Background: an optimization exercise with open tools, aiming at small area. Do not read the settings as production practice.
Only simulation tests tie the RTL to the original design; equivalence was not proved.
No activity file was given, so power comes from the tool's default toggle rates.

### flow/config.mk
export PLATFORM = sky130hd
export DESIGN_NAME = touchpad_packet_finger_tracker
export DESIGN_NICKNAME = touchpad_packet_finger_tracker
export VERILOG_FILES = /design/flow/design.v
export SDC_FILE = /design/flow/constraint.sdc
export NUM_CORES = 4
export LEC_CHECK = 0
export CAP_MARGIN = 20
export CORE_MARGIN = 2
export CORE_UTILIZATION = 65
export CTS_BUF_LIST = sky130_fd_sc_hd__clkbuf_8
export CTS_CLUSTER_DIAMETER = 60
export CTS_CLUSTER_SIZE = 16
export SLEW_MARGIN = 20
### flow/constraint.sdc
create_clock -name core_clock -period 8.0 [get_ports {clk_i}]
set_input_delay 1.6000 -clock core_clock [delete_from_list [all_inputs] [get_ports {clk_i}]]
set_output_delay 1.6000 -clock core_clock [all_outputs]
set_load 0.01 [all_outputs]
### flow/design.v
package tpft_pkg;
  localparam int FINGER_SLOTS = 5;
  localparam int SLOT_W       = 3;
  localparam logic [SLOT_W-1:0] LAST_SLOT = SLOT_W'(FINGER_SLOTS - 1);
  localparam int IN_TDATA_W  = 48;
  localparam int OUT_TDATA_W = 40;
  localparam int APB_ADDR_W = 4;
  localparam int APB_DATA_W = 32;
  localparam logic [3:0]  TOUCH_CODE_RST = 4'd3;
  localparam logic [3:0]  ABS_CODE_RST   = 4'd6;
  localparam logic [3:0]  REL_CODE_RST   = 4'd9;
  localparam logic [15:0] Y_LIMIT_RST    = 16'd32640;
  localparam logic [1:0] K_NONE  = 2'd0;    
  localparam logic [1:0] K_TOUCH = 2'd1;
  localparam logic [1:0] K_ABS   = 2'd2;
  localparam logic [1:0] K_REL   = 2'd3;
  localparam int CMD_W = 41;
endpackage
module tpft_front (
  input  logic [47:0]                pkt_i,
  input  logic [3:0]                 touch_code_i,
  input  logic [3:0]                 abs_code_i,
  input  logic [3:0]                 rel_code_i,
  output logic [tpft_pkg::CMD_W-1:0] cmd_o
);
  logic [7:0] b0, b1, b2, b3, b4, b5;
  logic       is_touch, is_abs, is_rel;
  logic [1:0] kind;
  logic [2:0] sa, sb;
  assign {b5, b4, b3, b2, b1, b0} = pkt_i;
  assign is_touch = (b0[3:0] == touch_code_i);
  assign is_abs   = !is_touch && (b0[3:0] == abs_code_i);
  assign is_rel   = !is_touch && !is_abs && (b0[3:0] == rel_code_i);
  assign kind = is_touch ? tpft_pkg::K_TOUCH :
                is_abs   ? tpft_pkg::K_ABS   :
                is_rel   ? tpft_pkg::K_REL   : tpft_pkg::K_NONE;
  assign sa = is_abs ? (b1[7] ? 3'd0 : b1[6:4]) : b0[6:4];
  assign sb = b3[6:4];
  assign cmd_o = {is_abs ? b3 : b5, b4, b2, b1,
                  sb[2:1], is_abs ? (b5 == 8'hff) : sb[0],
                  sa, is_rel ? b0[7] : b0[4], kind};
endmodule
module tpft_queue (
  input  logic                       clk_i,
  input  logic                       rst_ni,
  input  logic                       push_i,
  input  logic [tpft_pkg::CMD_W-1:0] push_data_i,
  output logic                       full_o,
  input  logic                       pop_i,
  output logic                       valid_o,
  output logic [tpft_pkg::CMD_W-1:0] pop_data_o
);
  logic [tpft_pkg::CMD_W-1:0] mem0_q, mem1_q;
  logic [1:0]                 cnt_q;
  logic                       do_push, do_pop;
  assign full_o     = cnt_q[1];
  assign valid_o    = cnt_q[1] || cnt_q[0];
  assign do_push    = push_i && !cnt_q[1];
  assign do_pop     = pop_i;
  assign pop_data_o = mem0_q;
  always_ff @(posedge clk_i or negedge rst_ni) begin
    if (!rst_ni) begin
      cnt_q <= '0;
    end else if (do_push != do_pop) begin
      cnt_q <= do_push ? cnt_q + 2'd1 : cnt_q - 2'd1;
    end
  end
  always_ff @(posedge clk_i) begin
    if (do_pop && cnt_q[1]) begin
      mem0_q <= mem1_q;
    end else if (do_push && (!cnt_q[0] || do_pop)) begin
      mem0_q <= push_data_i;
    end
    if (do_push) begin
      mem1_q <= push_data_i;
    end
  end
endmodule
module tpft_back (
  input  logic                             clk_i,
  input  logic                             rst_ni,
  input  logic [15:0]                      y_limit_i,
  input  logic                             cmd_valid_i,
  input  logic [tpft_pkg::CMD_W-1:0]       cmd_i,
  output logic                             cmd_pop_o,
  output logic                             m_axis_tvalid_o,
  input  logic                             m_axis_tready_i,
  output logic [tpft_pkg::OUT_TDATA_W-1:0] m_axis_tdata_o,
  output logic [1:0]                       m_axis_tuser_o,
  output logic                             m_axis_tlast_o
);
  localparam int N = tpft_pkg::FINGER_SLOTS;
  logic [N-1:0][15:0]          x_q, y_q;
  logic [N-1:0]                active_q, valid_q;
  logic                        button_q;
  logic [1:0]                  fault_q;
  logic                        busy_q;
  logic                        out_valid_q;
  logic [tpft_pkg::SLOT_W-1:0] next_q;       
  logic [15:0]                 y_limit_q;    
  logic [tpft_pkg::CMD_W-1:0]  cur_q;
  logic                        load_en, step, last, pop;
  logic                        first;
  logic [tpft_pkg::SLOT_W-1:0] out_slot;
  logic [1:0]  c_kind;
  logic        c_button;
  logic [2:0]  c_sa, c_sb;
  logic [7:0]  c_p1, c_p2, c_p4, c_p5;
  logic        c_bad;
  assign {c_p5, c_p4, c_p2, c_p1, c_sb, c_sa, c_button, c_kind} = cur_q;
  assign c_bad = (c_sa == 3'd0) || (c_sa[2] && c_sa[1]);
  assign load_en   = !out_valid_q || m_axis_tready_i;
  assign step      = load_en && busy_q;
  assign last      = (next_q == 3'd5);
  assign first     = (next_q == 3'd1);
  assign out_slot  = first ? tpft_pkg::LAST_SLOT : next_q - 3'd2;
  assign pop       = cmd_valid_i && (!busy_q || (step && last));
  assign cmd_pop_o = pop;
  function automatic logic [16:0] rca(input logic [15:0] a, input logic [15:0] b,
                                      input logic ci);
    logic c;
    c = ci;
    for (int i = 0; i < 16; i++) begin
      rca[i] = a[i] ^ b[i] ^ c;
      c      = (a[i] & b[i]) | (a[i] & c) | (b[i] & c);
    end
    rca[16] = c;
  endfunction
  function automatic logic [15:0] add_s9(input logic [15:0] y, input logic [8:0] d);
    logic [16:0] lo;
    logic        up, dn, ones, zeros;
    lo    = rca({7'd0, y[8:0]}, {7'd0, d}, 1'b0);
    up    = lo[9] && !d[8];
    dn    = !lo[9] && d[8];
    ones  = 1'b1;
    zeros = 1'b1;
    add_s9[8:0] = lo[8:0];
    for (int i = 9; i < 16; i++) begin
      add_s9[i] = y[i] ^ ((up && ones) || (dn && zeros));
      ones      = ones && y[i];
      zeros     = zeros && !y[i];
    end
  endfunction
  function automatic logic [16:0] sub_ge(input logic [15:0] a, input logic [15:0] b);
    logic [15:0] p, g;
    logic [4:0]  cb;
    logic        c, bg, bp;
    p     = a ^ ~b;
    g     = a & ~b;
    cb[0] = 1'b1;
    for (int k = 0; k < 4; k++) begin
      bg = 1'b0;
      bp = 1'b1;
      for (int i = 4 * k; i < 4 * k + 4; i++) begin
        bg = g[i] || (p[i] && bg);
        bp = bp && p[i];
      end
      cb[k+1] = bg || (bp && cb[k]);
    end
    for (int k = 0; k < 4; k++) begin
      c = cb[k];
      for (int i = 4 * k; i < 4 * k + 4; i++) begin
        sub_ge[i] = p[i] ^ c;
        c         = g[i] || (p[i] && c);
      end
    end
    sub_ge[16] = cb[4];
  endfunction
  logic        ma, mb, set_abs;
  logic        h_active, h_valid;
  logic [15:0] h_x, h_y;
  logic [8:0]  dx, dy;
  assign ma      = (c_sa == next_q);
  assign mb      = (c_sb == next_q);
  assign set_abs = (c_kind == tpft_pkg::K_ABS) && ma && !c_sb[0];
  logic        rel_a, rel_b;
  logic [16:0] sdx, sdy;
  assign rel_a = (c_kind == tpft_pkg::K_REL) && ma;
  assign rel_b = (c_kind == tpft_pkg::K_REL) && mb;
  assign sdx   = rca({7'd0, rel_a ? {c_p1[7], c_p1} : 9'd0}, {7'd0, rel_b ? {c_p4[7], c_p4} : 9'd0}, 1'b0);
  assign sdy   = rca({7'd0, rel_a ? {c_p2[7], c_p2} : 9'd0}, {7'd0, rel_b ? {c_p5[7], c_p5} : 9'd0}, 1'b0);
  assign dx    = sdx[8:0];
  assign dy    = sdy[8:0];
  logic [7:0] bitmap;
  assign bitmap = {2'b00, c_p1[4:0], 1'b0};
  always_comb begin
    h_active = active_q[0];
    h_valid  = valid_q[0];
    case (c_kind)
      tpft_pkg::K_TOUCH: begin
        h_active = bitmap[next_q];
        h_valid  = valid_q[0] && bitmap[next_q];
      end
      tpft_pkg::K_ABS: if (ma) h_valid = !c_sb[0];
      default: ;
    endcase
  end
  assign h_x     = set_abs ? {4'd0, c_p1[3:0], c_p2} : add_s9(x_q[0], dx);
  assign h_y     = set_abs ? {c_p5, c_p4}            : add_s9(y_q[0], dy);
  always_ff @(posedge clk_i or negedge rst_ni) begin
    if (!rst_ni) begin
      active_q    <= '0;
      valid_q     <= '0;
      button_q    <= 1'b0;
      busy_q      <= 1'b0;
      out_valid_q <= 1'b0;
      next_q      <= 3'd1;
    end else begin
      if (load_en) begin
        out_valid_q <= busy_q;
      end
      if (step) begin
        active_q <= {h_active, active_q[N-1:1]};
        valid_q  <= {h_valid, valid_q[N-1:1]};
        next_q   <= last ? 3'd1 : next_q + 3'd1;
        if (last) begin
          busy_q <= 1'b0;
        end
        if (first && c_kind != tpft_pkg::K_NONE &&
            !(c_kind == tpft_pkg::K_ABS && c_bad)) begin
          button_q <= c_button;
        end
      end
      if (pop) begin
        busy_q <= 1'b1;
      end
    end
  end
  always_ff @(posedge clk_i) begin
    if (pop) begin
      cur_q <= cmd_i;
    end
    if (step) begin
      x_q     <= {h_x, x_q[N-1:1]};
      y_q     <= {h_y, y_q[N-1:1]};
      y_limit_q <= y_limit_i;
      if (first) begin
        fault_q <= (c_kind == tpft_pkg::K_NONE) ? 2'd1 : (c_kind[1] && c_bad) ? 2'd2 : 2'd0;
      end
    end
  end
  logic        tail_touch;
  logic [16:0] yd;
  assign tail_touch = active_q[N-1] && valid_q[N-1];
  assign yd = sub_ge(y_limit_q, y_q[N-1]);
  assign m_axis_tvalid_o = out_valid_q;
  assign m_axis_tdata_o  = {3'd0, button_q, (tail_touch && yd[16]) ? yd[15:0] : 16'd0,
                            tail_touch ? x_q[N-1] : 16'd0, tail_touch, out_slot};
  assign m_axis_tuser_o  = fault_q;
  assign m_axis_tlast_o  = first;
endmodule
module touchpad_packet_finger_tracker (
  input  logic                               clk_i,
  input  logic                               rst_ni,
  input  logic                               s_axis_tvalid_i,
  output logic                               s_axis_tready_o,
  input  logic [tpft_pkg::IN_TDATA_W-1:0]    s_axis_tdata_i,
  output logic                               m_axis_tvalid_o,
  input  logic                               m_axis_tready_i,
  output logic [tpft_pkg::OUT_TDATA_W-1:0]   m_axis_tdata_o,
  output logic [1:0]                         m_axis_tuser_o,
  output logic                               m_axis_tlast_o,
  input  logic                               psel,
  input  logic                               penable,
  input  logic                               pwrite,
  input  logic [tpft_pkg::APB_ADDR_W-1:0]    paddr,
  input  logic [tpft_pkg::APB_DATA_W-1:0]    pwdata,
  output logic [tpft_pkg::APB_DATA_W-1:0]    prdata,
  output logic                               pready
);
  logic [3:0]                 touch_code_q, abs_code_q, rel_code_q;
  logic [15:0]                y_limit_q;
  logic                       reg_wr;
  logic [tpft_pkg::CMD_W-1:0] front_cmd, q_cmd;
  logic                       q_full, q_valid, q_pop;
  assign pready = 1'b1;
  assign reg_wr = psel && penable && pwrite;
  always_ff @(posedge clk_i or negedge rst_ni) begin
    if (!rst_ni) begin
      touch_code_q <= tpft_pkg::TOUCH_CODE_RST;
      abs_code_q   <= tpft_pkg::ABS_CODE_RST;
      rel_code_q   <= tpft_pkg::REL_CODE_RST;
      y_limit_q    <= tpft_pkg::Y_LIMIT_RST;
    end else if (reg_wr) begin
      case (paddr[3:2])
        2'd0: touch_code_q <= pwdata[3:0];
        2'd1: abs_code_q   <= pwdata[3:0];
        2'd2: rel_code_q   <= pwdata[3:0];
        2'd3: y_limit_q    <= pwdata[15:0];
      endcase
    end
  end
  always_comb begin
    case (paddr[3:2])
      2'd0:    prdata = {28'd0, touch_code_q};
      2'd1:    prdata = {28'd0, abs_code_q};
      2'd2:    prdata = {28'd0, rel_code_q};
      default: prdata = {16'd0, y_limit_q};
    endcase
  end
  tpft_front u_front (
    .pkt_i        (s_axis_tdata_i),
    .touch_code_i (touch_code_q),
    .abs_code_i   (abs_code_q),
    .rel_code_i   (rel_code_q),
    .cmd_o        (front_cmd)
  );
  assign s_axis_tready_o = !q_full;
  tpft_queue u_queue (
    .clk_i       (clk_i),
    .rst_ni      (rst_ni),
    .push_i      (s_axis_tvalid_i),
    .push_data_i (front_cmd),
    .full_o      (q_full),
    .pop_i       (q_pop),
    .valid_o     (q_valid),
    .pop_data_o  (q_cmd)
  );
  tpft_back u_back (
    .clk_i           (clk_i),
    .rst_ni          (rst_ni),
    .y_limit_i       (y_limit_q),
    .cmd_valid_i     (q_valid),
    .cmd_i           (q_cmd),
    .cmd_pop_o       (q_pop),
    .m_axis_tvalid_o (m_axis_tvalid_o),
    .m_axis_tready_i (m_axis_tready_i),
    .m_axis_tdata_o  (m_axis_tdata_o),
    .m_axis_tuser_o  (m_axis_tuser_o),
    .m_axis_tlast_o  (m_axis_tlast_o)
  );
endmodule
### flow/flow/run.sh
#!/bin/bash
# Standard layout, with the port buffers made from the smallest buffer cell.
set -euo pipefail
export BUFFER_PORTS_ARGS="-buffer_cell sky130_fd_sc_hd__buf_1"
bash standard.sh > standard.log 2>&1
### flow/standard.sh
#!/bin/bash
# synth_recipe.tcl (not shown) runs the flow's synth.tcl, then flattens the netlist and writes it again
# the make line also repeats each setting of config.mk as NAME=value (left out here)
make -C /OpenROAD-flow-scripts/flow DESIGN_CONFIG=/design/flow/config.mk WORK_HOME=/design/flow/orfs CLKGATE_MAP_FILE= SYNTH_SCRIPT=/design/flow/synth_recipe.tcl "${@:-finish}"
==> results of run 1 <==
cells in the mapped netlist (3+ instances only):
library cell,number
mux2i_1,3
nor3_1,13
edfxtp_1,301
nor2b_1,4
mux4_2,4
nor2_1,25
mux2_2,64
inv_1,57
o21ai_0,15
a31oi_1,7
dfstp_2,15
nand4_1,8
xnor2_1,18
and2_1,9
dfrtp_1,31
a21oi_1,15
and3_1,37
nor3b_1,14
buf_2,10
nand2_1,116
mux2_4,18
fa_1,43
nand2b_1,4
and4_1,3
xor2_1,18
buf_4,24
ha_1,31
clkbuf_1,18
a21o_1,5
layout make-up:
type                       instances  area, um2  share of cell area [%]
sequential                       347      10200                    62.4
multi-input combinational        521       4360                    26.7
timing repair buffer             139        589                    3.60
clock buffer                      32        440                    2.69
tap                              285        357                    2.18
inverter                          57        221                    1.35
clock inverter                    22        180                    1.10
routing by layer:
metal	vias to the layer above	wire, um	track usage (%)
met5	-	0	0
met4	0	401	4.37
met3	32	1200	3.28
met2	176	11900	33.2
met1	3768	12400	34.4
li1	3670	-	-
final timing paths:
path                                         startpoint                           end  slack (ns)  depth (start not counted)
max in group asynchronous                        rst_ni  u_back.next_q[1]$_DFFE_PN0P_        6.48                          2
hold reg to reg            u_queue.mem0_q[23]$_DFFE_PP_    u_back.cur_q[23]$_DFFE_PP_        0.41                          0
setup reg to reg           u_back.next_q[0]$_DFFE_PN1P_      u_back.y_q[79]$_DFFE_PP_        0.82                         21
min in group asynchronous                        rst_ni      y_limit_q[5]$_DFFE_PN0P_        1.10                          2
setup / recovery           u_back.next_q[0]$_DFFE_PN1P_      u_back.y_q[79]$_DFFE_PP_        0.82                         21
hold / removal             u_queue.mem0_q[23]$_DFFE_PP_    u_back.cur_q[23]$_DFFE_PP_        0.41                          0
logic make-up after synthesis:
family                     count (synthesis)  share of synthesized area (%)
buffers and inverters                    110                           3.49
xor gates and xnor gates                  36                           2.10
AOI/OAI and AO/OA                         58                           2.43
adders and majority gates                 74                           8.33
and+or+nand+nor                          244                           8.06
DFF                                      347                           68.1
other                                      2                         0.0501
muxes                                     89                           7.41
state kept, by name, summed over array words and instances, names as in the netlist, 16 cells and up:
register,count
u_queue.mem0_q,41
u_back.x_q,80
u_queue.mem1_q,41
u_back.y_limit_q,16
u_back.y_q,80
y_limit_q,16
u_back.cur_q,41
where the power goes:
group,leakage [uW],switching [uW],total [uW],internal [uW]
Sequential,0.00339,142,2380,2240
Clock,0.000345,580,1030,447
Combinational,0.00260,354,637,283
per-stage QoR:
stage / utilization, % / power [uW]
after floorplan: - / 2850
after global placement: 69.3 / 3030
after global routing: 72.3 / 4240
final: 72.3 / 4040
after detailed placement: 69.5 / 3060
after CTS: 72.2 / 4080
worst register-to-register path: stages (launching register included):
cell	delay [ns]
dfstp_2	0.66
xor2_1	0.10
nor3_1	0.22
buf_4	0.22
and2_1	0.32
nand2_1	0.16
fa_1	0.55
inv_1	0.05
fa_1	0.44
fa_1	0.43
fa_1	0.43
fa_1	0.44
fa_1	0.45
fa_1	0.43
fa_1	0.45
inv_1	0.10
fa_1	0.20
ha_1	0.18
or4b_1	0.50
o41ai_1	0.33
xnor2_1	0.21
o21ai_1	0.09
==> notes.md, run 1 <==
Max Cap Violations=0; first-pass GRT wire length=40,500 um; initial antenna violation count=0; Yosys reg bits=about 350; fin cells=1,403; Critical Path End Type=register; CP max stage cell=dfstp_2; Post-DRT Antenna Nets=0; EDFF count, synth=301; design area=16,400 um2; final hold violation count=0; Total GRT Usage=between 20 and 25%; CTS tree=yes; GRT Residual Overflow=0; Yosys top cell area share=60.3%; number of port buffers=130; Worst Hold Class=reg2reg; Starting Density=about two thirds; Clk Latency, worst-skew pair=0.59 ns; Post-Synthesis Cell Area=15,000 um2; CP most frequent cell=fa_1; Lkg Pwr=about 0.0063 uW; iteration-0 DRC count of the detailed router=577; vias in the first global route=roughly 7,400; Place WS=0.827 ns; sequential area share after synthesis=68.1%; setup TNS=0 ns; die area=24,300 um2; htree depth=1; Period minus WS final=7.18 ns; PostCTS Resize Cnt=0; worst path cell trace=xor2_1 > nor3_1 > buf_4 > and2_1 > nand2_1 > fa_1 > inv_1 > fa_1 > fa_1 > fa_1 > fa_1 > fa_1 > fa_1 > fa_1 > inv_1 > fa_1 > ha_1 > or4b_1 > o41ai_1 > xnor2_1 > o21ai_1; gp weighted congestion=0.826; cells after synthesis=960; Via density=between 5 and 6; die width=156 um; Crit path largest cell delay=0.66 ns; total number of vias=about 7,600; CTS max path bufs=3; commonest non-fill, non-tap cell in the layout=edfxtp_1; CTS Root Cell=clkbuf_8; relative slew slack=27.6%; routed wire length=25,900 um; die height=around 160 um; num ports=169; Max Slew Vio Count=0; most frequent cells in the layout=edfxtp_1, buf_1, nand2_1; setup ws final=0.816 ns; fraction of layout cells with a size suffix above 1=15.0%; area of the core=22,600 um2; Filler Cells Inserted=1,513; crit path max fanout=12; CTS sink cnt=347; Remaining DRCs=0; crit start category=register; P&R area growth vs syn=9.16%; top post-synthesis cells by area=edfxtp_1, fa_1, dfrtp_1, mux2_2, nand2_1; routed len/inst=approximately 18 um; dpl hpwl=~18,000 um; YS warnings=3; async set-reset flop share out of synthesis=13.3%; post-route clock period utilization=89.8%; placed instance count=1,349; Site Rows=55; CP arrival=~7.5 ns; post-CTS setup repair buffer count=0; critical path's top delay family=adder cells; worst vdd ir=between 0.00015 and 0.0002 V; Worst Hold Slack=a little over 0.4 ns; Clock Skew=0.0176 ns; required time worst endpoint=8.34 ns; Max Freq=139 MHz; Placement Cell Area=about 16,000 um2; Synth area leader=edfxtp_1; final setup fails=0; WS Path Type=reg2reg; Ant. Diodes=0; final net count=1,260; Netlist cell types=between 50 and 60; clock-pin transition on the worst setup and hold timing paths=0.10 ns; status=timing/DRC/antenna clean; Worst Path Buf+Inv=3; CTS Buf Count=29; largest net degree at the start of global routing=125; CTS Hold Bufs=0; Slew @ Worst Pin=1.08 ns; drt pass-1 iters=4; Power Dens Cells=roughly 250 nW/um2; top_reg_cell synth=edfxtp_1; syn avg cell area=15.6 um2; unrepaired setup endpoints after global routing=no
==> run 2: changes to the inputs <==
==> flow/flow/run.sh (replaced) <==
#!/bin/bash
# Standard layout, with the port buffers made from the smallest buffer cell,
# and the synthesis buffers removed.
set -euo pipefail
export BUFFER_PORTS_ARGS="-buffer_cell sky130_fd_sc_hd__buf_1"
export REMOVE_ABC_BUFFERS=1
bash standard.sh > standard.log 2>&1
==> run 2 against run 1 <==
Compared with the run above: setup slack got worse by 0.12 ns; total power fell by 2.9%; sequential power barely moved; routed wire length rose by 1.0%; still clean; count of clock-buffer cells in the layout fell by 4; core utilization fell by 0.54 points; synthesized area did not move; non-clock buffer count rose by 2; largest cell class unchanged; first-iteration DRC count fell by 17%.
==> notes.md, run 2 <==
status=timing/DRC/antenna clean; Remaining DRCs=0; Worst Hold Slack=0.415 ns; sw frac=between 20% and 30%; Starting Density=66.2%; YS warnings=3; die area=24,300 um2; met1 Resource Use GR=34.4%; initial antenna violation count=0; sequential area share after synthesis=68.1%; final hold violation count=0; die width=156 um; syn avg cell area=15.6 um2; setup TNS=0 ns; htree depth=1; CTS Buf Count=27; Worst Hold Class=reg2reg; number of port buffers=130; Yosys top cell area share=60.3%; die height=about 160 um; Max Slew Vio Count=0; vias in the first global route=7,530; design area=roughly 16,000 um2; CTS max path bufs=3; GRT Residual Overflow=0; most frequent cell after synthesis=edfxtp_1; synthesized-area fraction occupied by adder cells=8.33%; Power Dens Cells=242 nW/um2; top flop regs=u_back.x_q (80), u_back.y_q (80); Filler Cells Inserted=1,498; Site Rows=55; CTS Root Cell=clkbuf_8; P_sw=~1000 uW; CP arrival=between 7 and 8 ns; total number of vias=~7,700; grt met3 use=between 3 and 4%; Int Pwr=2880 uW; Clock Skew=0.0160 ns; placed instance count=between 1,000 and 1,500; Max Freq=137 MHz; post-CTS setup repair buffer count=0; worst vdd ir=0.000162 V; gp weighted congestion=0.838; global routing's busiest layer=met1; GRT met2 Usage=33.6%; hold path startpoint=u_queue.mem0_q[32]$_DFFE_PP_; largest family of logic cells by synthesized area=adder cells; Reg2Reg Depth=20; largest net degree at the start of global routing=107; first-pass GRT wire length=40,800 um; clock-pin transition on the worst setup and hold timing paths=0.10 ns; Total GRT Usage=22.1%; routed len/inst=18.7 um; fin cells=1,395; relative slew slack=35.3%; routed wire length=between 20,000 and 30,000 um; num ports=169; PostCTS Resize Cnt=0; Netlist cell types=between 50 and 60; Placement Cell Area=15,700 um2; worst hold endpoint=u_back.cur_q[32]$_DFFE_PP_; Simple-Gate Fraction of Synth Area=8.06%; combinational fraction of design power=between 15 and 20%; commonest non-fill, non-tap cell in the layout=edfxtp_1; Lkg Pwr=0.00629 uW; top cells by count, synth=edfxtp_1, nand2_1, mux2_2, inv_1, fa_1; cells after synthesis=between 900 and 1,000; top post-synthesis cells by area=edfxtp_1, fa_1, dfrtp_1, mux2_2, nand2_1; CTS Hold Bufs=0; hold depth=0; required time worst endpoint=just over 8 ns; crit path max fanout=11; post-synthesis mux area share=7.41%; CTS tree=yes; Max Cap Violations=0; iteration-0 DRC count of the detailed router=478; fraction of layout cells with a size suffix above 1=~14%; top_reg_cell synth=edfxtp_1; unrepaired setup endpoints after global routing=no; Ant. Diodes=0; crit start category=register; RR Startpoint=u_back.next_q[0]$_DFFE_PN1P_; Post-Synth XOR/XNOR Area=2.10%; Post-Synthesis Cell Area=15,000 um2; Clk Latency, worst-skew pair=0.57 ns; area of the core=22,600 um2; Yosys reg bits=347; total power=3920 uW; P&R area growth vs syn=8.35%; Slew @ Worst Pin=0.970 ns; EDFF count, synth=roughly 300; post-route clock period utilization=91.3%; most frequent cells in the layout=edfxtp_1, buf_1, nand2_1; worst flop-to-flop path endpoint=u_back.y_q[79]$_DFFE_PP_; Reg power frac=between 60% and 70%; async set-reset flop share out of synthesis=about an eighth; dpl hpwl=between 15,000 and 20,000 um; fraction of the mapped netlist area in compound gates=2.43%; CTS sink cnt=347; final net count=1,260; FF-to-FF setup slack=about 0.69 ns; Post-DRT Antenna Nets=0; Synth area leader=edfxtp_1; WS Path Type=reg2reg; drt pass-1 iters=5; Clk pwr share=23.1%; Via density=roughly 5.5; Critical Path End Type=register; Period minus WS final=7.31 ns; final setup fails=0
## run 2: cell counts after synthesis
Identical to the previous run, type by type.
## run 2: cell type report
type	instances	area (um2)	share of cell area, %
clock buffer	28	385	2.37
clock inverter	16	106	0.655
inverter	57	219	1.35
multi-input combinational	521	4360	26.9
tap	285	357	2.20
sequential	347	10200	62.9
timing repair buffer	141	599	3.69
## run 2: worst max path at each step
stage                                       from                           end  slack, ns  cells past startpoint
global placement    u_back.next_q[0]$_DFFE_PN1P_      u_back.y_q[79]$_DFFE_PP_       0.72                     20
CTS                 u_back.next_q[0]$_DFFE_PN1P_  u_back.x_q[79]$_SDFFCE_PP0P_       0.66                     20
floorplan           u_back.next_q[0]$_DFFE_PN1P_      u_back.y_q[79]$_DFFE_PP_       1.03                     21
global route        u_back.next_q[0]$_DFFE_PN1P_  u_back.x_q[79]$_SDFFCE_PP0P_       0.19                     20
detailed placement  u_back.next_q[0]$_DFFE_PN1P_  u_back.x_q[79]$_SDFFCE_PP0P_       0.69                     20
finish              u_back.next_q[0]$_DFFE_PN1P_      u_back.y_q[79]$_DFFE_PP_       0.69                     20
## run 2: power by group through the flow
stage | Sequential [uW] | Clock [uW] | Combinational, uW
2_1_floorplan | 2370 | 0 | 456
3_3_place_gp | 2410 | 0 | 624
3_5_place_dp | 2420 | 0 | 643
4_1_cts | 2380 | 936 | 648
5_1_grt | 2400 | 995 | 722
6_report | 2380 | 907 | 639
## run 2: cell families (layout without fill, tap and decap cells)
kind of cell    Yosys count  after routing
other cells               2             20
simple gates            244            244
flops                   347            347
compound gates           58             58
mux                      89             89
xor+xnor                 36             36
buf+inv                 110            242
fa+ha+maj                74             74
## run 2: routing by layer
metal  part of all wire, %  up-vias
li1                      -     3646
met5                     0        -
met3                   5.6       42
met4                   2.1        0
met2                    46      230
met1                    47     3758
## run 2: critical path, stage by stage (launching register included)
cell and delay [ns]:
dfstp_2 0.66, xor2_1 0.09, nor3_1 0.56, and2_1 0.40, nand2_1 0.15, fa_1 0.55
inv_1 0.05, fa_1 0.44, fa_1 0.43, fa_1 0.43, fa_1 0.43, fa_1 0.45
fa_1 0.44, fa_1 0.39, inv_1 0.08, fa_1 0.20, ha_1 0.18, or4b_1 0.53
o41ai_1 0.34, xnor2_1 0.16, o21ai_1 0.08
## run 2: stage by stage
stage,utilization (%),setup slack (ns)
final,71.7,0.693
after global routing,71.7,0.186
after CTS,71.6,0.658
after detailed placement,69.4,0.687
after global placement,69.3,0.721
after floorplan,-,1.03
==> run 3: changes to the inputs <==
==> flow/flow/run.sh (replaced) <==
#!/bin/bash
# Standard layout, with the port buffers made from the smallest buffer cell,
# the synthesis buffers removed and non-critical cells sized down after routing.
set -euo pipefail
export BUFFER_PORTS_ARGS="-buffer_cell sky130_fd_sc_hd__buf_1"
export REMOVE_ABC_BUFFERS=1
export RECOVER_POWER=100
bash standard.sh > standard.log 2>&1
==> run 3 against run 2 <==
Compared with the run above: now fails the layout checks on capacitance limit, slew limit; die area unchanged; combinational power shrank 3.9%; setup slack got worse by 0.019 ns; clock skew rose by 0.00059 ns; register-to-register slack worse by 0.02 ns; final area is 0.94% lower; total power is 0.52% lower; worst hold slack worse by 0.0012 ns; sequential share of layout area rose by 0.60 points; fmax decreased by 0.26%; count of clock-buffer cells in the layout did not move; critical path type unchanged; highest routed layer unchanged.
==> notes.md, run 3 <==
routed length on met2=11,800 um; dpl hpwl=approximately 17,000 um; crit start category=register; final net count=1,260; Yosys reg bits=~350; worst hold endpoint=u_back.cur_q[32]$_DFFE_PP_; post-route clock period utilization=91.6%; Site Rows=55; Critical Path End Type=register; required time worst endpoint=~8.3 ns; total number of vias=7,655; status=finished with violations; Lkg Pwr=0.00615 uW; setup ws final=around 0.67 ns; EDFF count, synth=301; Netlist cell types=between 50 and 60; Worst Hold Slack=0.414 ns; worst vdd ir=0.000163 V; syn avg cell area=15.6 um2; Synth area leader=edfxtp_1; FF-to-FF setup slack=between 0.6 and 0.7 ns; fraction of layout cells with a size suffix above 1=between 10% and 20%; P&R area growth vs syn=7.33%; YS warnings=3; commonest non-fill, non-tap cell in the layout=edfxtp_1; cells after synthesis=960; die height=156 um; met3 WL=1390 um; async set-reset flop share out of synthesis=13.3%; CP arrival=about 7.6 ns; final hold violation count=0; top post-synthesis cells by area=edfxtp_1, fa_1, dfrtp_1, mux2_2, nand2_1; WS Path Type=reg2reg; relative slew slack=-177%; top flop regs=u_back.x_q (80), u_back.y_q (80); CTS Hold Bufs=0; hold depth=0; Ant. Diodes=0; vias in the first global route=7,530; PostCTS Resize Cnt=0; most frequent cell after synthesis=edfxtp_1; die area=24,300 um2; hold path startpoint=u_queue.mem0_q[32]$_DFFE_PP_; setup TNS=0 ns; Reg2Reg Depth=20; CTS tree=yes; Total GRT Usage=22.1%; RR Startpoint=u_back.next_q[0]$_DFFE_PN1P_; largest net degree at the start of global routing=roughly 110; first-pass GRT wire length=40,800 um; area of the core=22,600 um2; unrepaired setup endpoints after global routing=no; GRT Residual Overflow=0; Max Slew Vio Count=259; CTS sink cnt=347; worst flop-to-flop path endpoint=u_back.y_q[79]$_DFFE_PP_; routed len/inst=18.8 um; Clk Latency, worst-skew pair=about 0.57 ns; Top Metal Used=met4; final setup fails=0; CTS max path bufs=3; layout check faults=capacitance limit, slew limit; CTS Root Cell=clkbuf_8; die width=156 um; drt pass-1 iters=4; initial antenna violation count=0; Slew @ Worst Pin=between 4 and 5 ns; Max Cap Violations=6; top cells by count, synth=edfxtp_1, nand2_1, mux2_2, inv_1, fa_1; htree depth=1; crit path max fanout=11; CTS Buf Count=27; Remaining DRCs=0; top_reg_cell synth=edfxtp_1; num ports=169; Via density=5.49; Max Freq=136 MHz; number of port buffers=130; M1 WL=12,400 um; sequential area share after synthesis=68.1%; clock-pin transition on the worst setup and hold timing paths=0.10 ns; iteration-0 DRC count of the detailed router=approximately 500; Starting Density=66.2%; Yosys top cell area share=60.3%; Post-DRT Antenna Nets=0; gp weighted congestion=0.838; Worst Hold Class=reg2reg; Place WS=0.687 ns; Power Dens Cells=roughly 240 nW/um2; routed wire length=roughly 26,000 um; Period minus WS final=7.33 ns; Clock Skew=0.0166 ns; Post-Synthesis Cell Area=about 15,000 um2; most frequent cells in the layout=edfxtp_1, buf_1, nand2_1; post-CTS setup repair buffer count=0
==> run 3: cell counts after synthesis <==
Identical to the previous run, type by type.
==> run 3: logic make-up after synthesis <==
family | synth area share [%]
flops | 68.1
simple gates | 8.06
buf+inv | 3.49
mux | 7.41
fa+ha+maj | 8.33
compound gates | 2.43
xor+xnor | 2.10
other cells | 0.0501
==> run 3: worst max path at each step <==
stage | cells after the start | endpoint | start
global placement | 20 | u_back.y_q[79]$_DFFE_PP_ | u_back.next_q[0]$_DFFE_PN1P_
detailed placement | 20 | u_back.x_q[79]$_SDFFCE_PP0P_ | u_back.next_q[0]$_DFFE_PN1P_
floorplan | 21 | u_back.y_q[79]$_DFFE_PP_ | u_back.next_q[0]$_DFFE_PN1P_
CTS | 20 | u_back.x_q[79]$_SDFFCE_PP0P_ | u_back.next_q[0]$_DFFE_PN1P_
global route | 20 | u_back.x_q[79]$_SDFFCE_PP0P_ | u_back.next_q[0]$_DFFE_PN1P_
finish | 20 | u_back.y_q[79]$_DFFE_PP_ | u_back.next_q[0]$_DFFE_PN1P_
==> run 3: worst max-delay path: stages (launching register included) <==
cell	delay, ns
dfstp_2	0.66
xor2_1	0.09
nor3_1	0.57
and2_1	0.40
nand2_1	0.15
fa_1	0.55
inv_1	0.05
fa_1	0.44
fa_1	0.43
fa_1	0.43
fa_1	0.43
fa_1	0.45
fa_1	0.44
fa_1	0.39
inv_1	0.08
fa_1	0.20
ha_1	0.18
or4b_1	0.53
o41ai_1	0.34
xnor2_1	0.16
o21ai_0	0.09
==> run 3: metrics by stage <==
stage	area, um2	instances	utilization [%]	power [uW]
floorplan	14700	925	-	2820
global placement	15700	1348	69.3	3030
detailed placement	15700	1349	69.4	3060
CTS	16200	1393	71.6	3960
global route	16100	1395	71.0	4100
finish	16100	1395	71.0	3900
==> run 3: per-layer routing <==
layer	up-vias	GRT usage, %
li1	3650	-
met1	3769	34.4
met2	200	33.6
met3	36	3.47
met4	0	5.07
met5	-	0
==> run 3: report_power, final <==
| group | internal, uW | switching [uW] | total [uW] |
|---|---|---|---|
| clock | 363 | 548 | 910 |
| combinational | 266 | 348 | 614 |
| sequential | 2240 | 140 | 2380 |
==> run 3: cell type report <==
| class | instances | area (um2) |
|---|---|---|
| Clock inverter | 16 | 106 |
| Sequential cell | 347 | 10200 |
| Timing Repair Buffer | 141 | 542 |
| Inverter | 57 | 219 |
| Multi-Input combinational cell | 521 | 4270 |
| Tap cell | 285 | 357 |
| Fill cell | 1535 | 6560 |
| Clock buffer | 28 | 385 |
==> run 4: changes to the inputs <==
--- a/flow/design.v
+++ b/flow/design.v
@@ -10,11 +10,7 @@
   localparam logic [3:0]  ABS_CODE_RST   = 4'd6;
   localparam logic [3:0]  REL_CODE_RST   = 4'd9;
   localparam logic [15:0] Y_LIMIT_RST    = 16'd32640;
-  localparam logic [1:0] K_NONE  = 2'd0;    
-  localparam logic [1:0] K_TOUCH = 2'd1;
-  localparam logic [1:0] K_ABS   = 2'd2;
-  localparam logic [1:0] K_REL   = 2'd3;
-  localparam int CMD_W = 41;
+  localparam int CMD_W = 39;
 endpackage
 module tpft_front (
   input  logic [47:0]                pkt_i,
@@ -25,20 +21,17 @@
 );
   logic [7:0] b0, b1, b2, b3, b4, b5;
   logic       is_touch, is_abs, is_rel;
-  logic [1:0] kind;
-  logic [2:0] sa, sb;
+  logic [2:0] fa, fb, abs_n;
   assign {b5, b4, b3, b2, b1, b0} = pkt_i;
   assign is_touch = (b0[3:0] == touch_code_i);
   assign is_abs   = !is_touch && (b0[3:0] == abs_code_i);
   assign is_rel   = !is_touch && !is_abs && (b0[3:0] == rel_code_i);
-  assign kind = is_touch ? tpft_pkg::K_TOUCH :
-                is_abs   ? tpft_pkg::K_ABS   :
-                is_rel   ? tpft_pkg::K_REL   : tpft_pkg::K_NONE;
-  assign sa = is_abs ? (b1[7] ? 3'd0 : b1[6:4]) : b0[6:4];
-  assign sb = b3[6:4];
-  assign cmd_o = {is_abs ? b3 : b5, b4, b2, b1,
-                  sb[2:1], is_abs ? (b5 == 8'hff) : sb[0],
-                  sa, is_rel ? b0[7] : b0[4], kind};
+  assign abs_n = (b1[7] || (b1[6] && b1[5])) ? 3'd0 : b1[6:4];
+  assign fa = is_rel ? ((b0[6] && b0[5]) ? 3'd0 : b0[6:4]) : {2'b11, !is_abs};
+  assign fb = is_rel ? b3[6:4] : is_abs ? abs_n : {2'b00, is_touch};
+  assign cmd_o = {is_abs ? b3 : b5, b4, b2,
+                  is_abs ? (b5 == 8'hff) : b1[7], b1[6:0],
+                  fb, fa, is_rel ? b0[7] : b0[4]};
 endmodule
 module tpft_queue (
   input  logic                       clk_i,
@@ -102,13 +95,17 @@
   logic                        load_en, step, last, pop;
   logic                        first;
   logic [tpft_pkg::SLOT_W-1:0] out_slot;
-  logic [1:0]  c_kind;
   logic        c_button;
-  logic [2:0]  c_sa, c_sb;
+  logic [2:0]  c_fa, c_fb;
   logic [7:0]  c_p1, c_p2, c_p4, c_p5;
-  logic        c_bad;
-  assign {c_p5, c_p4, c_p2, c_p1, c_sb, c_sa, c_button, c_kind} = cur_q;
-  assign c_bad = (c_sa == 3'd0) || (c_sa[2] && c_sa[1]);
+  logic        c_rel, c_abs, c_touch, c_none, c_drop, c_fault;
+  assign {c_p5, c_p4, c_p2, c_p1, c_fb, c_fa, c_button} = cur_q;
+  assign c_rel   = !(c_fa[2] && c_fa[1]);
+  assign c_abs   = (c_fa == 3'd6);
+  assign c_touch = (c_fa == 3'd7) && c_fb[0];
+  assign c_none  = (c_fa == 3'd7) && !c_fb[0];
+  assign c_drop  = c_p1[7];
+  assign c_fault = (c_rel && c_fa == 3'd0) || (c_abs && c_fb == 3'd0);
   assign load_en   = !out_valid_q || m_axis_tready_i;
   assign step      = load_en && busy_q;
   assign last      = (next_q == 3'd5);
@@ -170,13 +167,13 @@
   logic        h_active, h_valid;
   logic [15:0] h_x, h_y;
   logic [8:0]  dx, dy;
-  assign ma      = (c_sa == next_q);
-  assign mb      = (c_sb == next_q);
-  assign set_abs = (c_kind == tpft_pkg::K_ABS) && ma && !c_sb[0];
+  assign ma      = (c_fa == next_q);
+  assign mb      = (c_fb == next_q);
+  assign set_abs = c_abs && mb && !c_drop;
   logic        rel_a, rel_b;
   logic [16:0] sdx, sdy;
-  assign rel_a = (c_kind == tpft_pkg::K_REL) && ma;
-  assign rel_b = (c_kind == tpft_pkg::K_REL) && mb;
+  assign rel_a = ma;
+  assign rel_b = c_rel && mb;
   assign sdx   = rca({7'd0, rel_a ? {c_p1[7], c_p1} : 9'd0}, {7'd0, rel_b ? {c_p4[7], c_p4} : 9'd0}, 1'b0);
   assign sdy   = rca({7'd0, rel_a ? {c_p2[7], c_p2} : 9'd0}, {7'd0, rel_b ? {c_p5[7], c_p5} : 9'd0}, 1'b0);
   assign dx    = sdx[8:0];
@@ -186,14 +183,13 @@
   always_comb begin
     h_active = active_q[0];
     h_valid  = valid_q[0];
-    case (c_kind)
-      tpft_pkg::K_TOUCH: begin
-        h_active = bitmap[next_q];
-        h_valid  = valid_q[0] && bitmap[next_q];
-      end
-      tpft_pkg::K_ABS: if (ma) h_valid = !c_sb[0];
-      default: ;
-    endcase
+    if (c_touch) begin
+      h_active = bitmap[next_q];
+      h_valid  = valid_q[0] && bitmap[next_q];
+    end
+    if (c_abs && mb) begin
+      h_valid = !c_drop;
+    end
   end
   assign h_x     = set_abs ? {4'd0, c_p1[3:0], c_p2} : add_s9(x_q[0], dx);
   assign h_y     = set_abs ? {c_p5, c_p4}            : add_s9(y_q[0], dy);
@@ -216,8 +212,7 @@
         if (last) begin
           busy_q <= 1'b0;
         end
-        if (first && c_kind != tpft_pkg::K_NONE &&
-            !(c_kind == tpft_pkg::K_ABS && c_bad)) begin
+        if (first && !c_none && !(c_abs && c_fault)) begin
           button_q <= c_button;
         end
       end
@@ -235,7 +230,7 @@
       y_q     <= {h_y, y_q[N-1:1]};
       y_limit_q <= y_limit_i;
       if (first) begin
-        fault_q <= (c_kind == tpft_pkg::K_NONE) ? 2'd1 : (c_kind[1] && c_bad) ? 2'd2 : 2'd0;
+        fault_q <= {c_fault, c_none};
       end
     end
   end
==> flow/flow/run.sh (replaced) <==
#!/bin/bash
# Standard layout, with the port buffers made from the smallest buffer cell,
# and the synthesis buffers removed.
set -euo pipefail
export BUFFER_PORTS_ARGS="-buffer_cell sky130_fd_sc_hd__buf_1"
export REMOVE_ABC_BUFFERS=1
bash standard.sh > standard.log 2>&1
==> run 4 against run 3 <==
Compared with the run above: now clean on timing, DRC and antenna; core utilization increased by 1.4 points; total power increased by 7.3%; flip-flop and latch count decreased by 6; first-iteration DRC count increased by 18%; register-to-register slack improved by 0.12 ns; fmax increased by 1.6%; clock skew increased by 0.013 ns; non-clock buffer count decreased by 1; combinational power increased by 42%.
==> notes.md, run 4 <==
Netlist cell types=49; hold path startpoint=u_queue.mem0_q[23]$_DFFE_PP_; required time worst endpoint=8.32 ns; CP most frequent cell=fa_1; Post-Synthesis Cell Area=between 10,000 and 15,000 um2; drt pass-1 iters=5; routed len/inst=18.5 um; Clock Skew=0.0297 ns; async set-reset flop share out of synthesis=between 10% and 20%; Worst Hold Slack=0.411 ns; die height=154 um; top cells by count, synth=edfxtp_1, mux2_2, nand2_1, inv_1, fa_1; Slew @ Worst Pin=0.997 ns; top post-synthesis cells by area=edfxtp_1, mux2_2, fa_1, dfrtp_1, dfstp_2; CTS Root Cell=clkbuf_8; WS Path Type=reg2reg; top flop regs=u_back.x_q (80), u_back.y_q (80); Remaining DRCs=0; cells after synthesis=between 900 and 1,000; iteration-0 DRC count of the detailed router=589; GRT Residual Overflow=0; most frequent cell after synthesis=edfxtp_1; CTS max path bufs=3; number of port buffers=130; syn avg cell area=~16 um2; Crit path largest cell delay=approximately 0.67 ns; num ports=169; CP max stage cell=dfstp_2; worst flop-to-flop path endpoint=u_back.y_q[79]$_DFFE_PP_; largest net degree at the start of global routing=around 120; P&R area growth vs syn=8.58%; Yosys top cell area share=60.4%; die width=between 150 and 200 um; CTS tree=yes; Max Slew Vio Count=0; routed wire length=roughly 25,000 um; final setup fails=0; final hold violation count=0; clock-pin transition on the worst setup and hold timing paths=0.10 ns; total power=between 4000 and 5000 uW; CTS Hold Bufs=0; die area=23,800 um2; first-pass GRT wire length=39,800 um; Worst Path Buf+Inv=3; Place WS=~0.77 ns; crit path max fanout=14; FF-to-FF setup slack=0.79 ns; vias in the first global route=7,429; Site Rows=54; CTS sink cnt=341; most frequent cells in the layout=edfxtp_1, buf_1, mux2_2; Critical Path End Type=register; Lkg Pwr=0.00601 uW; commonest non-fill, non-tap cell in the layout=edfxtp_1; Post-DRT Antenna Nets=0; Total GRT Usage=21.6%; crit start category=register; Via density=between 5 and 6; worst hold endpoint=u_back.cur_q[23]$_DFFE_PP_; Filler Cells Inserted=1,435; Max Cap Violations=0; unrepaired setup endpoints after global routing=no; worst path cell trace=xnor2_1 > nand3_1 > a21oi_1 > buf_4 > nand2_1 > fa_1 > inv_1 > fa_1 > fa_1 > fa_1 > fa_1 > fa_1 > fa_1 > fa_1 > inv_1 > fa_1 > ha_1 > or4b_1 > or3_1 > mux2i_1 > xnor2_1 > o21ai_1; Worst Hold Class=reg2reg; CP arrival=7.53 ns; top_reg_cell synth=edfxtp_1; htree depth=1; gp weighted congestion=~0.82; CTS Buf Count=27; YS warnings=3; setup TNS=0 ns; fraction of layout cells with a size suffix above 1=15.3%; sequential area share after synthesis=68.4%; setup ws final=between 0.7 and 0.8 ns; post-route clock period utilization=90.1%; post-CTS setup repair buffer count=0; Synth area leader=edfxtp_1; worst vdd ir=about 0.00016 V; Starting Density=between 60% and 70%; final net count=around 1,200; Max Freq=139 MHz; status=timing/DRC/antenna clean; dpl hpwl=around 17,000 um; RR Startpoint=u_back.next_q[0]$_DFFE_PN1P_; relative slew slack=about a third; Power Dens Cells=roughly 260 nW/um2; total number of vias=7,483; initial antenna violation count=0; Reg2Reg Depth=22; critical path's top delay family=adder cells; EDFF count, synth=295; Period minus WS final=7.21 ns; PostCTS Resize Cnt=0; hold depth=0; Ant. Diodes=0; Clk Latency, worst-skew pair=around 0.58 ns; Yosys reg bits=about 340; area of the core=about 22,000 um2
## run 4: worst max-delay path by stage
stage                                           to  slack, ns                    startpoint  cells past startpoint
after global routing      u_back.y_q[79]$_DFFE_PP_       0.43  u_back.next_q[0]$_DFFE_PN1P_                     22
after CTS                 u_back.y_q[79]$_DFFE_PP_       0.74  u_back.next_q[0]$_DFFE_PN1P_                     22
after detailed placement  u_back.y_q[79]$_DFFE_PP_       0.77  u_back.next_q[0]$_DFFE_PN1P_                     22
after floorplan           u_back.y_q[79]$_DFFE_PP_       0.89  u_back.next_q[0]$_DFFE_PN1P_                     22
after global placement    u_back.y_q[79]$_DFFE_PP_       0.82  u_back.next_q[0]$_DFFE_PN1P_                     22
final                     u_back.y_q[79]$_DFFE_PP_       0.79  u_back.next_q[0]$_DFFE_PN1P_                     22
## run 4: cells by family after synthesis
family          share of synthesized area [%]
other cells                            0.0512
fa+ha+maj                                8.18
compound gates                           2.51
simple gates                             7.19
mux                                      8.31
buf+inv                                  3.37
xor+xnor                                 1.97
flops                                    68.4
## run 4: worst reg2reg max path: stages (launching register included)
cell	delay, ns
dfstp_2	0.67
xnor2_1	0.15
nand3_1	0.18
a21oi_1	0.31
buf_4	0.27
nand2_1	0.10
fa_1	0.50
inv_1	0.05
fa_1	0.44
fa_1	0.45
fa_1	0.46
fa_1	0.44
fa_1	0.43
fa_1	0.43
fa_1	0.39
inv_1	0.08
fa_1	0.20
ha_1	0.18
or4b_1	0.48
or3_1	0.37
mux2i_1	0.18
xnor2_1	0.14
o21ai_1	0.07
## run 4: where the power goes
| group | total, uW | leakage [uW] | switching [uW] | internal, uW |
|---|---|---|---|---|
| registers | 2430 | 0.00333 | 155 | 2280 |
| logic | 871 | 0.00237 | 482 | 389 |
| clock network | 888 | 0.000304 | 551 | 337 |
| total | 4190 | 0.00601 | 1190 | 3000 |
## run 4: layout make-up
type | count | area [um2] | area share (%)
well taps | 280 | 350 | 2.20
multi-input cells | 499 | 4230 | 26.6
flip-flops and latches | 341 | 10000 | 63.0
repair buffers | 140 | 584 | 3.67
clock inverters | 22 | 115 | 0.723
inverters | 58 | 223 | 1.40
clock buffers | 28 | 385 | 2.42
## run 4: through the flow
| step | area (um2) | cells | util, % |
|---|---|---|---|
| after floorplan | 14400 | 898 | - |
| after global placement | 15400 | 1317 | 70.1 |
| after detailed placement | 15400 | 1318 | 70.2 |
| after CTS | 15900 | 1368 | 72.5 |
| after global routing | 15900 | 1368 | 72.5 |
| final | 15900 | 1368 | 72.5 |
## run 4: metal layers
metal / global-route usage, % / up-vias / routed length, um
li1: - / 3557 / -
met1: 32.6 / 3722 / 11800
met2: 34.8 / 169 / 12000
met3: 2.52 / 35 / 1040
met4: 4.94 / 0 / 452
met5: 0 / - / 0
==> run 5: changes to the inputs <==
==> flow/flow/run.sh (replaced) <==
#!/bin/bash
# Standard layout, with the port buffers made from the smallest buffer cell,
# the synthesis buffers removed, and a clock tree without dummy loads.
set -euo pipefail
export BUFFER_PORTS_ARGS="-buffer_cell sky130_fd_sc_hd__buf_1"
export REMOVE_ABC_BUFFERS=1
export CTS_ARGS="-sink_clustering_enable -repair_clock_nets -sink_clustering_size 20 -sink_clustering_max_diameter 70 -buf_list sky130_fd_sc_hd__clkbuf_8 -dont_use_dummy_load"
bash standard.sh > standard.log 2>&1
==> run 5 against run 4 <==
Compared with the run above: still clean on timing, DRC and antenna; critical path depth did not move; count of clock-buffer cells in the layout fell by 7; clock skew rose by 0.037 ns; worst hold slack got worse by 0.046 ns; sequential share of layout area rose by 0.85 points; die area did not move; combinational power barely moved; non-clock buffer count did not move; global-route usage barely moved; flip-flop and latch count did not move; synthesized area did not move; critical endpoint unchanged.
==> notes.md, run 5 <==
YS warnings=3; Clock Skew=between 0.06 and 0.07 ns; Power Dens Cells=256 nW/um2; CTS Buf Count=21; final hold violation count=0; vias in the first global route=7,355; async set-reset flop share out of synthesis=13.5%; largest net degree at the start of global routing=115; setup TNS=0 ns; relative slew slack=33.5%; Yosys reg bits=~340; syn avg cell area=15.8 um2; num ports=169; clock-pin transition on the worst setup and hold timing paths=approximately 0.13 ns; FF-to-FF setup slack=around 0.76 ns; FF+latch area=roughly 10,000 um2; Post-Synthesis Cell Area=between 10,000 and 15,000 um2; Worst Hold Class=reg2reg; Place WS=0.773 ns; Netlist cell types=49; top cells by count, synth=edfxtp_1, mux2_2, nand2_1, inv_1, fa_1; Clk Latency, worst-skew pair=0.55 ns; routed len/inst=18.9 um; area of the core=22,000 um2; Site Rows=54; Synth area leader=edfxtp_1; Filler Cells Inserted=roughly 1,500; PostCTS Resize Cnt=0; CTS sink cnt=341; die height=around 150 um; EDFF count, synth=295; sequential area share after synthesis=68.4%; die width=between 150 and 200 um; cells after synthesis=between 900 and 1,000; post-route clock period utilization=90.4%; iteration-0 DRC count of the detailed router=approximately 580; Ant. Diodes=0; post-CTS setup repair buffer count=0; Max Cap Violations=0; Post-DRT Antenna Nets=0; status=timing/DRC/antenna clean; dpl hpwl=17,100 um; initial antenna violation count=0; Total GRT Usage=21.6%; Lkg Pwr=0.00585 uW; htree depth=1; final net count=approximately 1,200; unrepaired setup endpoints after global routing=no; CTS max path bufs=3; final setup fails=0; worst vdd ir=0.000155 V; GRT Residual Overflow=0; area of the multi-input gates=4230 um2; routed wire length=25,300 um; number of port buffers=130; setup ws final=0.765 ns; WS Path Type=reg2reg; crit path max fanout=14; Starting Density=66.8%; CTS Hold Bufs=0; CTS Root Cell=clkbuf_8; Reg2Reg Depth=22; die area=23,800 um2; top_reg_cell synth=edfxtp_1; CP arrival=7.54 ns; Slew @ Worst Pin=approximately 1.0 ns; Period minus WS final=7.24 ns; Remaining DRCs=0; Max Freq=138 MHz; gp weighted congestion=between 0.8 and 0.9; first-pass GRT wire length=39,700 um; most frequent cell after synthesis=edfxtp_1; most frequent cells in the layout=edfxtp_1, buf_1, mux2_2; drt pass-1 iters=5; P&R area growth vs syn=7.14%; top flop regs=u_back.x_q (80), u_back.y_q (80); crit start category=register; Yosys top cell area share=60.4%; fraction of layout cells with a size suffix above 1=between 10 and 15%; Critical Path End Type=register; commonest non-fill, non-tap cell in the layout=edfxtp_1; hold depth=0; Max Slew Vio Count=0; top post-synthesis cells by area=edfxtp_1, mux2_2, fa_1, dfrtp_1, dfstp_2; Via density=5.54; CTS tree=yes; total number of vias=7,422; required time worst endpoint=about 8.3 ns
==> run 5: cell counts after synthesis <==
Identical to the previous run, type by type.
==> run 5: worst max-delay path, cell delays in order, from the launching register on <==
cell and delay, ns:
dfstp_2 0.69, xnor2_1 0.15, nand3_1 0.18, a21oi_1 0.32
buf_4 0.27, nand2_1 0.09, fa_1 0.50, inv_1 0.05
fa_1 0.44, fa_1 0.44, fa_1 0.46, fa_1 0.44
fa_1 0.43, fa_1 0.43, fa_1 0.40, inv_1 0.08
fa_1 0.20, ha_1 0.18, or4b_1 0.48, or3_1 0.37
mux2i_1 0.17, xnor2_1 0.14, o21ai_1 0.07
==> run 5: kinds of logic after synthesis <==
kind of cell	Yosys count	share of synthesized area, %
AOI/OAI and AO/OA	60	2.51
muxes	105	8.31
adders and majority gates	70	8.18
buffers and inverters	106	3.37
and+or+nand+nor	211	7.19
DFF	341	68.4
other	2	0.0512
xor gates and xnor gates	33	1.97
==> run 5: final cells by class <==
type                            count  share of cell area [%]
Inverter                           58                    1.42
Clock buffer                       21                    1.84
Timing Repair Buffer              140                    3.72
Sequential cell                   341                    63.9
Multi-Input combinational cell    499                    26.9
Tap cell                          280                    2.23
==> run 5: per-stage QoR <==
stage               std cells  total power, uW  hold slack (ns)  utilization [%]  cell area (um2)
CTS                      1339             4060            0.370             71.5            15700
global placement         1317             3310            0.401             70.1            15400
detailed placement       1318             3340            0.405             70.2            15400
global route             1339             4260            0.368             71.5            15700
finish                   1339             4020            0.365             71.5            15700
floorplan                 898             3050            0.400                -            14400
==> run 5: final timing paths <==
| kind | start | to |
|---|---|---|
| hold reg to reg | u_queue.mem0_q[10]$_DFFE_PP_ | u_back.cur_q[10]$_DFFE_PP_ |
| hold / removal | u_queue.mem0_q[10]$_DFFE_PP_ | u_back.cur_q[10]$_DFFE_PP_ |
| setup reg to reg | u_back.next_q[0]$_DFFE_PN1P_ | u_back.y_q[79]$_DFFE_PP_ |
| max in group asynchronous | rst_ni | u_back.button_q$_DFFE_PN0P_ |
| min in group asynchronous | rst_ni | rel_code_q[1]$_DFFE_PN0P_ |
| setup / recovery | u_back.next_q[0]$_DFFE_PN1P_ | u_back.y_q[79]$_DFFE_PP_ |
==> run 5: report_power, final <==
part	internal (uW)	switching [uW]	total, uW
Clock	238	485	724
Combinational	389	482	871
Sequential	2270	154	2430
==> run 5: per-layer routing <==
layer / part of all wire, % / global-route usage, % / up-vias
met1: 46 / 32.6 / 3674
met4: 1.8 / 4.90 / 0
met5: 0 / 0 / -
li1: - / - / 3528
met2: 48 / 34.7 / 188
met3: 4.5 / 2.61 / 32
==> run 6: changes to the inputs <==
==> flow/flow/run.sh (replaced) <==
#!/bin/bash
# Standard layout, with the port buffers made from the smallest buffer cell,
# the synthesis buffers removed, and a clock tree without dummy loads.
set -euo pipefail
export BUFFER_PORTS_ARGS="-buffer_cell sky130_fd_sc_hd__buf_1"
export REMOVE_ABC_BUFFERS=1
export CTS_ARGS="-sink_clustering_enable -repair_clock_nets -sink_clustering_size 16 -sink_clustering_max_diameter 60 -buf_list sky130_fd_sc_hd__clkbuf_8 -dont_use_dummy_load"
bash standard.sh > standard.log 2>&1
==> run 6 against run 5 <==
Compared with the run above: still clean on timing, DRC and antenna; total power rose by 1.9%; setup slack improved by 0.031 ns; flip-flop and latch count did not move; sequential power barely moved; sequential share of layout area fell by 0.33 points; critical path depth did not move; first-iteration DRC count rose by 1.9%; synthesized cell count did not move; combinational power barely moved; critical endpoint unchanged; largest cell class unchanged; largest power group unchanged; highest routed layer unchanged.
==> notes.md, run 6 <==
status=timing/DRC/antenna clean; initial antenna violation count=0; drt pass-1 iters=5; Ant. Diodes=0; required time worst endpoint=8.30 ns; post-CTS setup repair buffer count=0; largest net degree at the start of global routing=about 120; most frequent cells in the layout=edfxtp_1, buf_1, mux2_2; routed wire length=25,300 um; Site Rows=54; P&R area growth vs syn=7.70%; Netlist cell types=49; Slew @ Worst Pin=1.01 ns; CTS Root Cell=clkbuf_8; worst hold endpoint=u_back.cur_q[3]$_DFFE_PP_; htree depth=1; syn avg cell area=15.8 um2; Worst Hold Class=reg2reg; Max Cap Violations=0; worst vdd ir=0.000160 V; iteration-0 DRC count of the detailed router=588; post-route clock period utilization=90.1%; routed len/inst=18.8 um; number of port buffers=130; Post-Synthesis Cell Area=14,700 um2; Placement Cell Area=15,400 um2; area of the core=22,000 um2; die width=154 um; CTS max path bufs=3; CTS Hold Bufs=0; Via density=between 5 and 6; Yosys top cell area share=60.4%; Remaining DRCs=0; CTS sink cnt=341; Reg2Reg Depth=22; top_reg_cell synth=edfxtp_1; hold depth=0; YS warnings=3; clock-pin transition on the worst setup and hold timing paths=0.09 ns; placed instance count=around 1,300; num ports=169; most frequent cell after synthesis=edfxtp_1; dpl hpwl=17,100 um; Critical Path End Type=register; sequential area share after synthesis=68.4%; die height=roughly 150 um; top post-synthesis cells by area=edfxtp_1, mux2_2, fa_1, dfrtp_1, dfstp_2; CP arrival=7.50 ns; relative slew slack=33.0%; EDFF count, synth=295; final core utilization=a little under three quarters; Max Freq=139 MHz; Total GRT Usage=21.6%; Starting Density=~67%; setup TNS=0 ns; vias in the first global route=7,399; unrepaired setup endpoints after global routing=no; crit start category=register; cells after synthesis=928; RR Startpoint=u_back.next_q[0]$_DFFE_PN1P_; first-pass GRT wire length=between 30,000 and 40,000 um; top flop regs=u_back.x_q (80), u_back.y_q (80); Clk Latency, worst-skew pair=0.57 ns; GRT Residual Overflow=0; fraction of layout cells with a size suffix above 1=14.8%; Max Slew Vio Count=0; Period minus WS final=7.20 ns; async set-reset flop share out of synthesis=13.5%; commonest non-fill, non-tap cell in the layout=edfxtp_1; Yosys reg bits=341; Power Dens Cells=roughly 260 nW/um2; total number of vias=approximately 7,400; top cells by count, synth=edfxtp_1, mux2_2, nand2_1, inv_1, fa_1; CTS Buf Count=27; PostCTS Resize Cnt=0; Lkg Pwr=0.00590 uW; fin cells=1,345; WS Path Type=reg2reg; CTS tree=yes; Clock Skew=0.0406 ns; design area=15,800 um2; Synth area leader=edfxtp_1; die area=23,800 um2; crit path max fanout=14; worst flop-to-flop path endpoint=u_back.y_q[79]$_DFFE_PP_; final net count=1,228; final hold violation count=0; Worst Hold Slack=0.383 ns; FF-to-FF setup slack=0.80 ns; gp weighted congestion=0.820; Post-DRT Antenna Nets=0; final setup fails=0; hold path startpoint=u_queue.mem0_q[3]$_DFFE_PP_
-- run 6: cell counts after synthesis --
No cell type changed its count.
-- run 6: where the power goes --
part / internal [uW] / total (uW) / switching, uW
registers: 2280 / 2430 / 154
logic: 389 / 871 / 482
clock network: 301 / 801 / 499
total: 2970 / 4100 / 1140
-- run 6: area by class of cell --
class / count / area (um2)
repair buffers: 140 / 584
well taps: 280 / 350
multi-input cells: 499 / 4230
clock buffers: 27 / 372
inverters: 58 / 223
fillers: 1443 / 6170
flip-flops and latches: 341 / 10000
-- run 6: worst max path at each step --
stage	startpoint	end	slack [ns]	cells past startpoint
CTS	u_back.next_q[0]$_DFFE_PN1P_	u_back.y_q[79]$_DFFE_PP_	0.73	22
global route	u_back.next_q[0]$_DFFE_PN1P_	u_back.y_q[79]$_DFFE_PP_	0.42	22
detailed placement	u_back.next_q[0]$_DFFE_PN1P_	u_back.y_q[79]$_DFFE_PP_	0.77	22
finish	u_back.next_q[0]$_DFFE_PN1P_	u_back.y_q[79]$_DFFE_PP_	0.80	22
floorplan	u_back.next_q[0]$_DFFE_PN1P_	u_back.y_q[79]$_DFFE_PP_	0.89	22
global placement	u_back.next_q[0]$_DFFE_PN1P_	u_back.y_q[79]$_DFFE_PP_	0.82	22
-- run 6: layer usage --
metal	global-route usage, %	part of all wire, %
met1	32.8	47
met3	2.49	4.2
met5	0	0
met4	4.49	1.7
met2	35.0	47
-- run 6: stage by stage --
stage	total power [uW]	setup WS (ns)
finish	4100	0.796
global route	4340	0.418
CTS	4140	0.731
detailed placement	3340	0.773
global placement	3310	0.820
floorplan	3050	0.886
-- run 6: worst max-delay path, stage by stage, from the launching register on --
cell and delay (ns):
dfstp_2 0.67, xnor2_1 0.15, nand3_1 0.18, a21oi_1 0.31
buf_4 0.27, nand2_1 0.09, fa_1 0.50, inv_1 0.05
fa_1 0.44, fa_1 0.44, fa_1 0.46, fa_1 0.44
fa_1 0.43, fa_1 0.43, fa_1 0.40, inv_1 0.08
fa_1 0.20, ha_1 0.18, or4b_1 0.48, or3_1 0.37
mux2i_1 0.17, xnor2_1 0.14, o21ai_1 0.07
-- run 6: cells by family after synthesis --
group                      share of synthesized area (%)
AOI/OAI and AO/OA                                   2.51
xor gates and xnor gates                            1.97
adders and majority gates                           8.18
buffers and inverters                               3.37
DFF                                                 68.4
muxes                                               8.31
other                                             0.0512
and+or+nand+nor                                     7.19

==> what the ideal ports hide <==
In the flow no input, the clock included, has a driving cell. The finished layouts below were timed again as built, in two steps. Step 1 assumes that a clkbuf_16 drives the clock port and a buf_2 every other input. Step 2 times the ports against the registers' clock, not the clock port: input delays grow and output delays shrink by t, the midpoint of the rising clock arrivals with the driver on. Three values: ideal ports, drivers, drivers and shift; two values: the first two.
| run | shift t [ns] | setup WS [ns] | hold WS [ns] | latest minus earliest clock arrival (ns) | worst slew at a driven data input, ns |
|---|---|---|---|---|---|
| run 1 | 0.623 | 0.816 / 0.816 / 0.816 | 0.412 / 0.412 / 0.412 | 0.019 / 0.019 | 0.04 |
| run 2 | 0.609 | 0.693 / 0.693 / 0.693 | 0.415 / 0.415 / 0.415 | 0.016 / 0.016 | 0.04 |
| run 3 | 0.611 | 0.674 / 0.674 / 0.674 | 0.414 / 0.414 / 0.414 | 0.017 / 0.017 | 0.04 |
| run 4 | 0.607 | 0.789 / 0.789 / 0.789 | 0.411 / 0.411 / 0.411 | 0.029 / 0.030 | 0.05 |
| run 5 | 0.559 | 0.765 / 0.765 / 0.765 | 0.365 / 0.365 / 0.365 | 0.068 / 0.068 | 0.05 |
| run 6 | 0.587 | 0.796 / 0.796 / 0.796 | 0.383 / 0.383 / 0.383 | 0.043 / 0.042 | 0.05 |
